Source: an optimization exercise on an open RTL-to-GDS flow (aim: a short achievable clock period and few clock cycles per item). Production flows keep margins and buffers that such runs may drop. Only simulation tests tie the RTL to the original design; equivalence was not proved. Power and IR drop assume default switching activity.

## design/flow/run.sh

```bash
#!/bin/bash
# synth_recipe.tcl (not shown) runs the flow's synth.tcl, then flattens the netlist and writes it again
# the make line also repeats each setting of config.mk as NAME=value (left out here)
make -C /OpenROAD-flow-scripts/flow DESIGN_CONFIG=/design/flow/config.mk WORK_HOME=/design/flow/orfs CLKGATE_MAP_FILE= SYNTH_SCRIPT=/design/flow/synth_recipe.tcl finish
```

## design/flow/constraint.sdc

```tcl
create_clock -name core_clock -period 6.5 [get_ports {clk}]
set_input_delay 1.3000 -clock core_clock [delete_from_list [all_inputs] [get_ports {clk}]]
set_output_delay 1.3000 -clock core_clock [all_outputs]
set_load 0.01 [all_outputs]
```

## design/flow/design.v

```verilog
package dmem_pkg;
   typedef enum logic [1:0] {
      IDLE = 2'd0,
      WAIT = 2'd1,
      RESP = 2'd2
   } dmem_state_t;
   localparam logic [2:0] F3_B  = 3'b000;
   localparam logic [2:0] F3_H  = 3'b001;
   localparam logic [2:0] F3_W  = 3'b010;
   localparam logic [2:0] F3_BU = 3'b100;
   localparam logic [2:0] F3_HU = 3'b101;
endpackage
module dmem_lane_align
(
   input  logic [31:0] word,
   input  logic [1:0]  off,
   input  logic        is_w,
   input  logic        is_h,
   input  logic        sgn,
   output logic [31:0] load_data
);
   logic [7:0]  sel_byte;
   logic [15:0] sel_half;
   logic        ext;
   assign sel_byte = word[8*off +: 8];
   assign sel_half = off[1] ? word[31:16] : word[15:0];
   assign ext      = sgn & (is_h ? sel_half[15] : sel_byte[7]);
   always_comb begin
      if (is_w)      load_data = word;
      else if (is_h) load_data = {{16{ext}}, sel_half};
      else           load_data = {{24{ext}}, sel_byte};
   end
endmodule
module dmem_responder
(
   input  logic        clk,
   input  logic        reset,
   input  logic        req_valid,
   output logic        req_ready,
   input  logic        req_write,
   input  logic [8:0]  req_addr,
   input  logic [31:0] req_wdata,
   input  logic [2:0]  req_func3,
   output logic        rsp_valid,
   output logic [31:0] rsp_rdata,
   output logic        rsp_err,
   output logic        busy
);
   localparam int WORDS = 128;
   logic        in_err;
   logic [3:0]  in_be;
   logic [31:0] in_wd;
   logic [2:0]  f3;
   logic [1:0]  alo;
   assign f3  = req_func3;
   assign alo = req_addr[1:0];
   always_comb begin
      case (f3)
         dmem_pkg::F3_B:  in_err = 1'b0;
         dmem_pkg::F3_H:  in_err = alo[0];
         dmem_pkg::F3_W:  in_err = (alo != 2'b00);
         dmem_pkg::F3_BU: in_err = req_write;
         dmem_pkg::F3_HU: in_err = req_write | alo[0];
         default:         in_err = 1'b1;
      endcase
   end
   always_comb begin
      case (f3)
         dmem_pkg::F3_B: in_be = 4'b0001 << alo;
         dmem_pkg::F3_H: in_be = alo[1] ? 4'b1100 : 4'b0011;
         default:        in_be = 4'b1111;
      endcase
   end
   always_comb begin
      case (f3)
         dmem_pkg::F3_B: in_wd = {4{req_wdata[7:0]}};
         dmem_pkg::F3_H: in_wd = {2{req_wdata[15:0]}};
         default:        in_wd = req_wdata;
      endcase
   end
   logic [WORDS-1:0] sel_q;    
   logic [3:0]       be_q;     
   logic             ld_q;     
   logic [31:0]      wd_q;     
   always_ff @(posedge clk or negedge reset) begin
      if (!reset) begin
         be_q <= 4'b0000;
         ld_q <= 1'b0;
      end else begin
         be_q <= (req_valid && req_write && !in_err) ? in_be : 4'b0000;
         ld_q <= req_valid && !req_write && !in_err;
      end
   end
   always_ff @(posedge clk) begin
      for (int i = 0; i < WORDS; i++) sel_q[i] <= (req_addr[8:2] == 7'(i));
      wd_q <= in_wd;
   end
   logic [31:0] mem [WORDS];
   logic [31:0] rd_word;
   genvar w, b;
   generate
      for (w = 0; w < WORDS; w++) begin : g_word
         for (b = 0; b < 4; b++) begin : g_byte
            always_ff @(posedge clk) begin
               if (sel_q[w] && be_q[b]) begin
                  mem[w][8*b +: 8] <= wd_q[8*b +: 8];
               end
            end
         end
      end
   endgenerate
   always_comb begin
      rd_word = 32'd0;
      for (int i = 0; i < WORDS; i++) rd_word = rd_word | (sel_q[i] ? mem[i] : 32'd0);
   end
   logic        v1, v2;
   logic        err1, err2;
   logic [1:0]  off1, off2;
   logic        isw1, isw2, ish1, ish2, sgn1, sgn2;
   logic [31:0] word2;
   always_ff @(posedge clk or negedge reset) begin
      if (!reset) begin
         v1        <= 1'b0;
         v2        <= 1'b0;
         rsp_valid <= 1'b0;
         busy      <= 1'b0;
      end else begin
         v1        <= req_valid;
         v2        <= v1;
         rsp_valid <= v2;
         busy      <= req_valid | v1 | v2;
      end
   end
   always_ff @(posedge clk) begin
      err1  <= in_err;
      off1  <= alo;
      isw1  <= (f3 == dmem_pkg::F3_W);
      ish1  <= f3[0];
      sgn1  <= ~f3[2];
      err2  <= err1;
      off2  <= off1;
      isw2  <= isw1;
      ish2  <= ish1;
      sgn2  <= sgn1;
      word2 <= ld_q ? rd_word : 32'd0;
   end
   logic [31:0] load_data;
   dmem_lane_align u_lane_align (
      .word      (word2),
      .off       (off2),
      .is_w      (isw2),
      .is_h      (ish2),
      .sgn       (sgn2),
      .load_data (load_data)
   );
   always_ff @(posedge clk) begin
      rsp_rdata <= load_data;
      rsp_err   <= err2;
   end
   assign req_ready = 1'b1;
endmodule
```

## design/flow/config.mk

```make
export PLATFORM = sky130hd
export DESIGN_NAME = dmem_responder
export DESIGN_NICKNAME = dmem_responder
export VERILOG_FILES = /design/flow/design.v
export SDC_FILE = /design/flow/constraint.sdc
export NUM_CORES = 4
export LEC_CHECK = 0
export ABC_CLOCK_PERIOD_IN_PS = 2500
export CAP_MARGIN = 20
export CORE_MARGIN = 2
export CORE_UTILIZATION = 45
export CTS_CLUSTER_DIAMETER = 80
export CTS_CLUSTER_SIZE = 25
export MIN_ROUTING_LAYER = met2
export PLACE_DENSITY = 0.6
export SETUP_SLACK_MARGIN = 4.0
export SLEW_MARGIN = 20
```

==> results.json, run 1 <==
{
  "start_util_pct": 45.2,
  "cts_buffers": 203,
  "yosys.area.top_type": "edfxtp_1",
  "grt_overflow": 1,
  "cts_max_path_buffers": 4,
  "grt_usage_pct": 72.5,
  "dp_hpwl_um": 493000,
  "syn_area_um2": 156000,
  "io_buffers": 82,
  "synth_cells": 8334,
  "yosysTopAreaCellShare_pct": 78.6,
  "ys_warn_count": 3,
  "root_buffer": "clkbuf_16",
  "ys_ff_latch": 4342,
  "synth_nets": 8382,
  "die_w_um": 594,
  "synth_cell_types": 39,
  "rows": 216,
  "stop_error": "[ERROR GRT-0232] Routing congestion too high. Check the congestion heatmap in the GUI.",
  "gp_congestion": 1.18,
  "synth.top_cells.by_area": "edfxtp_1, a22oi_1, a22o_1, a221oi_1, dfxtp_1",
  "cts-htree-levels": 4,
  "grt_max_degree": 129,
  "status": "stopped before the end",
  "failing_step": "global routing (5_1_grt)",
  "die_h_um": 594,
  "ys_seq_area_share_pct": 81.8,
  "hold_buffers": 0,
  "synth.avg_cell_area_um2": 18.8,
  "ios": 84,
  "cts_num_sinks": 4342
}
## kinds of logic after synthesis
group / count (synthesis) / share of synthesized area, %
AOI/OAI and AO/OA: 2131 / 11.4
and+or+nand+nor: 1220 / 4.47
muxes: 35 / 0.238
buffers and inverters: 605 / 2.14
DFF: 4342 / 81.8
other: 1 / 0.00240
## cells in the mapped netlist, drive strengths merged
cell type / instances
edfxtp: 4096
mux2: 18
nand3: 137
a221oi: 640
o21ai: 12
nor3b: 1
dfrtp: 9
a22o: 640
a22oi: 768
o41ai: 1
or3: 2
or3b: 2
nand3b: 3
nor2b: 13
nor2: 142
a31oi: 33
a21oi: 19
buf: 331
a211oi: 7
and2: 512
dfxtp: 237
a21o: 7
nor3: 1
nand4: 257
inv: 4
clkbuf: 270
a221o: 1
or2: 1
mux2i: 17
nand2: 53
conb: 1
nor4: 96
o21bai: 3
## per-stage QoR
stage / setup slack [ps] / cells / hold slack [ps] / instance area, um^2 / utilization, %
4_1_cts: 3670 / 13200 / 335 / 172000 / 49.8
2_1_floorplan: 4110 / 8334 / 310 / 156000 / -
3_3_place_gp: 2150 / 12700 / 313 / 163000 / 47.0
3_5_place_dp: 2700 / 12700 / 312 / 163000 / 47.0
## power by group through the flow
stage / Combinational [W] / Clock (W) / Sequential (W)
after global placement: 0.00108 / 0 / 0.0317
after detailed placement: 0.00110 / 0 / 0.0317
after CTS: 0.00118 / 0.0153 / 0.0311
after floorplan: 0.000278 / 0 / 0.0317
## what timing repair did
| item | CTS |
|---|---|
| setup buffers | 119 |
| setup endpoints to repair | 1687 |
| resized for setup | 627 |
| pin swaps | 52 |
## worst max-delay path by stage
stage / endpoint / slack, ps
after CTS: word2[1]$_SDFF_PN0_ / 3670
after floorplan: sel_q[71]$_DFF_P_ / 4110
after detailed placement: word2[1]$_SDFF_PN0_ / 2700
after global placement: word2[22]$_SDFF_PN0_ / 2150
## per-layer routing
metal | global-route usage (%) | GRT overflow
met5 | 68.7 | 0
met4 | 61.3 | 0
met3 | 79.7 | 0
met2 | 72.5 | 1
met1 | - | -
Testbench counts, summed over its fixed seeds: cycles 8,216, items 8,192.
==> inputs of run 2 (changes only) <==
--- a/design/flow/config.mk
+++ b/design/flow/config.mk
@@ -8,10 +8,10 @@
 export ABC_CLOCK_PERIOD_IN_PS = 2500
 export CAP_MARGIN = 20
 export CORE_MARGIN = 2
-export CORE_UTILIZATION = 45
+export CORE_UTILIZATION = 38
 export CTS_CLUSTER_DIAMETER = 80
 export CTS_CLUSTER_SIZE = 25
 export MIN_ROUTING_LAYER = met2
-export PLACE_DENSITY = 0.6
+export PLACE_DENSITY = 0.55
 export SETUP_SLACK_MARGIN = 4.0
 export SLEW_MARGIN = 20
==> results.json, run 2 <==
{
  "status": "stopped before the end",
  "stop_error": "[ERROR GRT-0232] Routing congestion too high. Check the congestion heatmap in the GUI.",
  "failing_step": "global routing (5_1_grt)",
  "grt_usage_pct": 66.8,
  "start_util_pct": 38.2,
  "synth.avg_cell_area_um2": 18.8,
  "ys_seq_area_share_pct": 81.8,
  "ys_warn_count": 3,
  "synth_simple_gate_area_share_pct": 4.47,
  "grt_max_degree": 101,
  "synth_cell_types": 39,
  "synth-compound-area-share_pct": 11.4,
  "synth_common_cells": "edfxtp_1, a22oi_1, a22o_1",
  "synth_edf_count": 4096,
  "dp_hpwl_um": 543000,
  "io_buffers": 82,
  "synth_nets": 8382,
  "async_reset_ff_share_pct": 0.207,
  "ys_ff_latch": 4342,
  "rows": 235,
  "die_h_um": 646,
  "synth.top_cells.by_area": "edfxtp_1, a22oi_1, a22o_1, a221oi_1, dfxtp_1",
  "synth.mux.area_fraction_pct": 0.238,
  "synth_ff_type": "edfxtp_1",
  "root_buffer": "clkbuf_16",
  "cts_num_sinks": 4342,
  "synth_cells": 8334,
  "grt_overflow": 2,
  "place_ws_ps": 2690,
  "yosys.area.top_type": "edfxtp_1",
  "syn_area_um2": 156000,
  "die_w_um": 646,
  "synthXorXnorAreaFrac_pct": 0,
  "synth_top_family_by_area": "compound AO/OA/AOI/OAI gates",
  "gp_congestion": 1.15,
  "ios": 84,
  "cts-htree-levels": 4,
  "synth_fa_ha_area_share_pct": 0,
  "cts_max_path_buffers": 4,
  "cts_buffers": 206,
  "yosysTopAreaCellShare_pct": 78.6,
  "synth_most_common_cell": "edfxtp_1"
}
[run 2: how the worst max path moves through the flow]
| stage | to | slack, ps | cells after the start |
|---|---|---|---|
| floorplan | sel_q[71]$_DFF_P_ | 4110 | 5 |
| global placement | word2[12]$_SDFF_PN0_ | 2070 | 6 |
| detailed placement | sel_q[46]$_DFF_P_ | 2690 | 4 |
| CTS | busy | 3650 | 1 |
[run 2: power groups by stage]
stage | Sequential (W) | Clock (W) | Combinational [W]
global placement | 0.0318 | 0 | 0.00111
floorplan | 0.0317 | 0 | 0.000278
detailed placement | 0.0318 | 0 | 0.00113
CTS | 0.0311 | 0.0158 | 0.00123
[run 2: through the flow]
step / instances / instance area [um^2] / util [%]
4_1_cts: 14200 / 176000 / 42.8
3_5_place_dp: 13700 / 165000 / 40.2
3_3_place_gp: 13600 / 165000 / 40.1
2_1_floorplan: 8334 / 156000 / -
[run 2: cell families after synthesis]
logic type | Yosys count
DFF | 4342
AOI/OAI and AO/OA | 2131
and+or+nand+nor | 1220
buffers and inverters | 605
muxes | 35
other | 1
[run 2: timing repair]
action	in CTS
buffers inserted	177
cloned	4
hold buffers	0
setup endpoints to repair	2580
gates resized for setup	728
pin swaps	68
[run 2: layer usage]
metal / GRT usage (%) / overflow
met2: 66.2 / 1
met4: 55.4 / 1
met5: 63.2 / 0
met3: 74.8 / 0
met1: - / -
